Context: an optimization exercise on an open-source flow, tuned for small area and a short achievable clock period. The choices shown serve that exercise and are no tape-out recipe.
In this exercise RTL edits were held to simulation tests only and were not proved equivalent to the original.
No driver is modelled on the clock port, so clocking that relies on it looks cheaper here than on a real chip.
Power is estimated from default activity; no workload was simulated.

== run 1 ==
// mem_responder
module mem_responder #(
   parameter int          DEPTH_WORDS = 64,
   parameter int          WAIT_CYCLES = 2,
   parameter logic [31:0] PASS_ADR    = 32'd84,
   parameter logic [31:0] PASS_DATA   = 32'd71,
   parameter logic [31:0] ALLOW_ADR   = 32'd80
) (
   input  logic        CLK,
   input  logic        Reset,
   input  logic        MemReq,
   input  logic        MemWrite,
   input  logic [31:0] DataAdr,
   input  logic [31:0] WriteData,
   input  logic [3:0]  ByteEn,
   output logic [31:0] ReadData,
   output logic        MemReady,
   output logic        Done,
   output logic        Pass
);
Size in the first run: about 6,900 cells after synthesis, ~72,000 um^2 of cells after synthesis.
clock: 10.0 ns
lec_check: 0
cap_margin: 20
core_margin: 2
core_utilization: 65
place_density: 0.75
slew_margin: 20
standard.sh (not shown) runs the stock make flow with config.mk's settings and CLKGATE_MAP_FILE= SYNTH_SCRIPT=/design/flow/synth_recipe.tcl, a recipe that flattens the netlist after the stock synthesis.
==> flow/flow/run.sh <==
#!/bin/bash
# Standard synthesis (the standard.sh), then ORFS's standard layout steps
# with these changes: a larger repair_timing setup margin, clock-tree and
# port-buffer options, and a pre-CTS step (flow/pre_cts.tcl) that moves the
# registers driving output ports next to their port buffers. Each tool's
# output goes to its own log in the work folder (ORFS also keeps per-step
# logs in orfs/logs).
set -euo pipefail
bash standard.sh synth > synth.log 2>&1
bash standard.sh SETUP_SLACK_MARGIN=7 \
  CTS_ARGS="-sink_clustering_enable -repair_clock_nets -dont_use_dummy_load -sink_clustering_size 30 -sink_clustering_max_diameter 100" \
  BUFFER_PORTS_ARGS="-buffer_cell sky130_fd_sc_hd__buf_2" \
  PRE_CTS_TCL="$PWD/flow/pre_cts.tcl" \
  finish > layout.log 2>&1
==> flow/flow/pre_cts.tcl <==
# Move each register that drives an output port next to that port's output
# buffer (which placement puts at the pin), so the register drives a short
# wire; the path into the register has slack to spare. Placement is then
# legalised again.
set block [ord::get_db_block]
set moved 0
foreach bterm [$block getBTerms] {
  if {[$bterm getIoType] != "OUTPUT"} { continue }
  set net [$bterm getNet]
  if {$net == "NULL"} { continue }
  set buf ""
  foreach it [$net getITerms] {
    if {[$it isOutputSignal]} { set buf [$it getInst] }
  }
  if {$buf == ""} { continue }
  set ff ""
  foreach it [$buf getITerms] {
    if {[$it isInputSignal] && [$it getNet] != "NULL"} {
      foreach d [[$it getNet] getITerms] {
        if {[$d isOutputSignal]} { set ff [$d getInst] }
      }
    }
  }
  if {$ff == ""} { continue }
  if {![[$ff getMaster] isSequential]} { continue }
  set loc [$buf getLocation]
  $ff setLocation [lindex $loc 0] [lindex $loc 1]
  $ff setPlacementStatus PLACED
  incr moved
}
puts "pre_cts: moved $moved output registers next to their port buffers"
detailed_placement
Run 1 finished all stages; the layout is clean.
Changes in run 2 relative to run 1:
Settings: a change of PLACE_DENSITY from 0.75 to 0.85; a change of CORE_UTILIZATION from 65 to 75.
- The final area of run 2 and that of run 1 are within noise of each other.
- On clock network fraction of total power: between run 2 and run 1, it ends up lower for run 2.
- Higher post-route clock period utilization goes to run 2 over run 1.
- Run comparison: run 1 highest-delay cell along the critical path sky130_fd_sc_hd__dfrtp_2; run 2 highest-delay cell along the critical path sky130_fd_sc_hd__o22ai_1
The inputs of run 3 differ from those of run 2 as listed below.
Settings: CORE_UTILIZATION changed from 75 to 65; PLACE_DENSITY changed from 0.85 to 0.75.
==> flow/flow/run.sh <==
#!/bin/bash
# Standard synthesis (the standard.sh), then ORFS's standard layout steps
# with these changes: a larger repair_timing setup margin, clock-tree and
# port-buffer options. Each tool's output goes to its own log in the work
# folder (ORFS also keeps per-step logs in orfs/logs).
set -euo pipefail
bash standard.sh synth > synth.log 2>&1
bash standard.sh SETUP_SLACK_MARGIN=7 \
  CTS_ARGS="-sink_clustering_enable -repair_clock_nets -dont_use_dummy_load -sink_clustering_size 30 -sink_clustering_max_diameter 100" \
  BUFFER_PORTS_ARGS="-buffer_cell sky130_fd_sc_hd__buf_2" \
  finish > layout.log 2>&1
removed: flow/flow/pre_cts.tcl
--- outcome ---
| clock skew | lower: run 2 |
Run 3 gives less core utilization than run 2 did.
In the tables for run 2 and run 3, final critical-path setup slack reads higher with run 3.
Run 3: global routing usage on met3 is 7.8 points lower than what run 2 reported.
The run showing the greater combinational power is run 2.
Re fraction of area in non-clock buffers: run 2 and run 3 aren't equal, and the lower value belongs to run 3.
On latest clock arrival within the worst-skew pair, run 2 tracks run 3 almost exactly.

-- afterwards: timing with drivers on the ports --
In the flow no input, the clock included, has a driving cell. The finished layouts below were timed again as built, in two steps. Step 1 (the two cells are an assumption about what drives the block):
set clk [get_ports {CLK}]
set_driving_cell -lib_cell sky130_fd_sc_hd__clkbuf_16 $clk
set_driving_cell -lib_cell sky130_fd_sc_hd__buf_2 [delete_from_list [all_inputs] $clk]
Step 2 moves the port delays by t, midway between the first and last clock arrival at a register: inputs arrive t later, outputs are due t later. That takes back most of the time a late clock gives input paths. Three values: ideal ports, drivers, drivers and shift; two values: the first two.
| run | t, ns | slack for setup (ns) | hold slack, ns | latest minus earliest clock arrival (ns) | slew at the worst register clock pin (ns) |
|---|---|---|---|---|---|
| run 1 | 0.786 | 6.736 / 6.655 / 6.788 | 0.438 / 0.438 / 0.438 | 0.045 / 0.045 | 0.12 / 0.12 |
| run 2 | 0.776 | 6.572 / 6.572 / 6.452 | 0.440 / 0.440 / 0.440 | 0.066 / 0.066 | 0.12 / 0.12 |
| run 3 | 0.774 | 6.618 / 6.543 / 6.688 | 0.434 / 0.434 / 0.434 | 0.067 / 0.067 | 0.12 / 0.12 |
After both steps setup and hold are still met in every run listed. The setup slack of run 2, which loses most, moves by 0.000 ns with the drivers and by -0.120 ns with both steps.
